Source: an optimization exercise on an open RTL-to-GDS flow (aim: small area, a short achievable clock period and few clock cycles per item). Production flows keep margins and buffers that such runs may drop.
For this run, only the layout was checked, not whether the RTL still works.

==> flow/config.mk <==
export PLATFORM = sky130hd
export DESIGN_NAME = gray_histogram
export DESIGN_NICKNAME = gray_histogram
export VERILOG_FILES = /design/flow/design.v
export SDC_FILE = /design/flow/constraint.sdc
export NUM_CORES = 4
export LEC_CHECK = 0
export ABC_CLOCK_PERIOD_IN_PS = 3500
export CAP_MARGIN = 20
export CORE_MARGIN = 2
export CORE_UTILIZATION = 35
export SETUP_SLACK_MARGIN = 2.5
export SLEW_MARGIN = 20
export SYNTH_MEMORY_MAX_BITS = 8192
==> flow/constraint.sdc <==
create_clock -name core_clock -period 6.0 [get_ports {clock}]
set_input_delay 1.2000 -clock core_clock [delete_from_list [all_inputs] [get_ports {clock}]]
set_output_delay 1.2000 -clock core_clock [all_outputs]
set_load 0.01 [all_outputs]
==> flow/design.v <==
package gray_histogram_pkg;
  localparam int NUM_BINS = 256;
  localparam int NUM_PIX  = 256 * 256;
  localparam int LO_W       = 12;
  localparam int HI_ENTRIES = NUM_PIX >> LO_W;
endpackage
import gray_histogram_pkg::*;
module histogram_bin_ram
#(
  parameter int LW = 12,
  parameter int AW = 8
) (
  input  logic          clock,
  input  logic          clr,
  input  logic          we,
  input  logic [AW-1:0] wr_addr,
  input  logic [LW-1:0] wr_data,
  input  logic [AW-1:0] rd_addr,
  output logic [LW-1:0] rd_data
);
  localparam int NB = 1 << AW;
  logic [LW-1:0] mem [NB];
  logic [LW-1:0] wd;
  assign wd = clr ? '0 : wr_data;
  for (genvar i = 0; i < NB; i++) begin : g_bin
    always_ff @(posedge clock) begin
      if (clr || (we && wr_addr == AW'(i))) mem[i] <= wd;
    end
  end
  always_comb begin
    rd_data = '0;
    for (int i = 0; i < NB; i++)
      rd_data |= {LW{rd_addr == AW'(i)}} & mem[i];
  end
endmodule
module histogram_hi_table
#(
  parameter int HW = 5,
  parameter int NE = 16,
  parameter int AW = 8
) (
  input  logic          clock,
  input  logic          clr,
  input  logic          we,
  input  logic [AW-1:0] wr_addr,
  input  logic [HW-1:0] wr_data,
  input  logic [AW-1:0] rd_addr,
  output logic [HW-1:0] rd_data
);
  logic [AW-1:0] tag [NE];
  logic [HW-1:0] hi  [NE];
  logic [NE-1:0] used, wmatch, first_free, wsel;
  always_comb begin
    logic seen;
    seen = 1'b0;
    for (int e = 0; e < NE; e++) begin
      used[e]       = |hi[e];
      wmatch[e]     = used[e] && tag[e] == wr_addr;
      first_free[e] = !used[e] && !seen;
      seen          = seen | !used[e];
    end
    wsel = (|wmatch) ? wmatch : first_free;
  end
  for (genvar e = 0; e < NE; e++) begin : g_ent
    always_ff @(posedge clock) begin
      if (clr) begin
        hi[e] <= '0;
      end else if (we && wsel[e]) begin
        tag[e] <= wr_addr;
        hi[e]  <= wr_data;
      end
    end
  end
  always_comb begin
    rd_data = '0;
    for (int e = 0; e < NE; e++)
      rd_data |= {HW{used[e] && tag[e] == rd_addr}} & hi[e];
  end
endmodule
import gray_histogram_pkg::*;
module gray_histogram
#(
  parameter int IMG_W  = 256,
  parameter int IMG_H  = 256,
  parameter int ADDR_W = 16,
  parameter int PIX_W  = 8,
  parameter int CNT_W  = 17
) (
  input  logic              clock,
  input  logic              reset,
  input  logic              io_start,
  output logic              io_busy,
  output logic              io_done,
  output logic [ADDR_W-1:0] io_gray_addr,
  input  logic [PIX_W-1:0]  io_gray_data,
  input  logic [PIX_W-1:0]  io_hist_addr,
  output logic [CNT_W-1:0]  io_hist_data
);
  localparam int N    = IMG_W * IMG_H;
  localparam int HI_W = CNT_W - LO_W;
  logic             go;         
  logic             fetch;      
  logic             s_v;        
  logic             clr;        
  logic             r_v;        
  logic             r_z;        
  logic [PIX_W-1:0] r_bin;
  logic             fwd_hit;    
  logic [CNT_W-1:0] fwd_val;    
  logic [CNT_W-1:0] rd;
  logic [CNT_W-1:0] base, inc;
  logic [PIX_W-1:0] rd_addr;
  logic [LO_W-1:0]  lo_rd;
  logic [HI_W-1:0]  hi_rd;
  assign go = !io_busy && !io_done && io_start;
  always_ff @(posedge clock) begin
    if (reset) begin
      io_busy      <= 1'b0;
      io_done      <= 1'b0;
      fetch        <= 1'b0;
      s_v          <= 1'b0;
      r_v          <= 1'b0;
      clr          <= 1'b0;
      io_gray_addr <= '0;
    end else begin
      clr <= go;
      s_v <= go || fetch;
      r_v <= s_v;
      if (go) begin
        io_busy <= 1'b1;
        fetch   <= 1'b1;
      end
      if (go || fetch) begin
        io_gray_addr <= io_gray_addr + 1'b1;
        if (io_gray_addr == ADDR_W'(N - 1)) fetch <= 1'b0;
      end
      if (r_v && !s_v) begin
        io_busy <= 1'b0;
        io_done <= 1'b1;
      end
      if (io_done && !io_start) io_done <= 1'b0;
    end
  end
  assign rd_addr = s_v ? io_gray_data : io_hist_addr;
  always_ff @(posedge clock) begin
    rd      <= {hi_rd, lo_rd};
    r_bin   <= io_gray_data;
    r_z     <= clr;
    fwd_hit <= s_v && r_v && io_gray_data == r_bin;
    fwd_val <= inc;
  end
  assign io_hist_data = rd;
  assign base = fwd_hit ? fwd_val : (r_z ? '0 : rd);
  assign inc  = base + CNT_W'(1);
  histogram_bin_ram #(
    .LW(LO_W),
    .AW(PIX_W)
  ) u_bins (
    .clock  (clock),
    .clr    (clr),
    .we     (r_v),
    .wr_addr(r_bin),
    .wr_data(inc[LO_W-1:0]),
    .rd_addr(rd_addr),
    .rd_data(lo_rd)
  );
  histogram_hi_table #(
    .HW(HI_W),
    .NE(HI_ENTRIES),
    .AW(PIX_W)
  ) u_hi (
    .clock  (clock),
    .clr    (clr),
    .we     (r_v && inc[LO_W-1:0] == '0),
    .wr_addr(r_bin),
    .wr_data(inc[CNT_W-1:LO_W]),
    .rd_addr(rd_addr),
    .rd_data(hi_rd)
  );
endmodule
==> flow/run.sh <==
#!/bin/bash
# synth_recipe.tcl (not shown) runs the flow's synth.tcl, then flattens the netlist and writes it again
# the make line also repeats each setting of config.mk as NAME=value (left out here)
make -C /OpenROAD-flow-scripts/flow DESIGN_CONFIG=/design/flow/config.mk WORK_HOME=/design/flow/orfs CLKGATE_MAP_FILE= SYNTH_SCRIPT=/design/flow/synth_recipe.tcl finish
==> impl_metrics.yaml <==
clock_tree:
  htreeDepth: 5
  clockBufferDepth: 4
  cts_root_buf: "clkbuf_16"
  cts_inserted_buffers: 352
  clock-sinks: 3346
  hold_buffers: 0
placed_design:
  dpl.cell_count: 13700
  post-place-ws_ns: -0.944
  io_buffers: 53
  place.gp.congestion: 1.34
  post-dp-hpwl_um: 685000
synth:
  synth_cells: 7806
  synth_nets: 7828
  synthFlopType: "edfxtp_1"
  yosys_warnings: 6
  avgSynthCellArea_um2: 16.5
  synthesis.area_um2: 129000
  ys_seq_elements: 3346
  synth_edf_count: 3200
  synth-seq-area-share_pct: 76.9
  yosysUniqueCellTypes: 73
  async_flop_share_pct: 0
status:
  tool.error: "[ERROR GRT-0232] Routing congestion too high. Check the congestion heatmap in the GUI."
  status: "aborted with a tool error"
  lastStage: "global routing"
floorplanning:
  die_y_um: 611
  die_w_um: 611
  io_pins: 54
  initial_utilization_pct: 35.2
  core.rowCount: 222
global_routing:
  grt_max_degree: 230
  grt_usage_pct: 56.3
  globalRoute.totalOverflow: 3
[through the flow]
step	hold WS [ns]	cell area [µm²]
CTS	0.495	166000
detailed placement	0.488	150000
global placement	0.489	150000
floorplan	0.368	129000
[Yosys cell counts, types with 12 or more instances]
cell / instances / area, µm²
a2111oi_0: 93 / 815
a21o_1: 160 / 1200
a21oi_1: 12 / 60.1
a221oi_1: 85 / 744
a22o_1: 96 / 841
a22oi_1: 1141 / 8570
a32o_1: 13 / 130
a32oi_1: 89 / 780
and2_1: 70 / 438
and3_1: 306 / 1910
and4_1: 23 / 201
buf_1: 20 / 75.1
buf_2: 52 / 260
clkbuf_1: 361 / 1360
dfxtp_1: 146 / 2920
edfxtp_1: 3200 / 96100
mux2i_1: 92 / 921
nand2_1: 195 / 732
nand2b_1: 93 / 582
nand3_1: 211 / 1060
nand3b_1: 12 / 90.1
nand4_1: 228 / 1430
nor2_1: 217 / 815
nor2b_1: 29 / 181
nor3_1: 113 / 566
nor3b_1: 15 / 113
nor4_1: 127 / 795
o21bai_1: 96 / 721
o22ai_1: 12 / 75.1
or3b_2: 12 / 105
or4_1: 50 / 375
xnor2_1: 165 / 1450
xor2_1: 126 / 1100
[power by group through the flow]
stage | clock network [mW] | logic (mW) | registers, mW
floorplan | 0 | 2.38 | 31.6
global placement | 0 | 7.95 | 32.0
detailed placement | 0 | 8.09 | 32.0
CTS | 22.3 | 8.40 | 31.6
[per-layer routing]
layer  track usage [%]  overflow
met1              53.5         0
met2              64.8         3
met3              51.9         0
met4              55.0         0
met5              43.6         0
[worst max path at each step]
stage                          startpoint                           to
after detailed placement  io_gray_data[3]                rd[4]$_DFF_P_
after CTS                  s_v$_SDFF_PP0_                rd[4]$_DFF_P_
after global placement    io_gray_data[5]                rd[0]$_DFF_P_
after floorplan           fwd_hit$_DFF_P_  u_bins.mem[0][10]$_DFFE_PP_
[timing repair]
| action | CTS |
|---|---|
| setup endpoints to repair | 3101 |
| setup buffers | 170 |
| gates resized for setup | 603 |
| pin swaps | 122 |
| gates cloned | 5 |
[cells by family after synthesis]
| logic type | count (synthesis) | synth area share [%] |
|---|---|---|
| flops | 3346 | 76.9 |
| compound gates | 1851 | 11.2 |
| simple gates | 1771 | 7.77 |
| buf+inv | 452 | 1.42 |
| xor+xnor | 291 | 1.98 |
| mux | 92 | 0.715 |
| fa+ha+maj | 3 | 0.0291 |
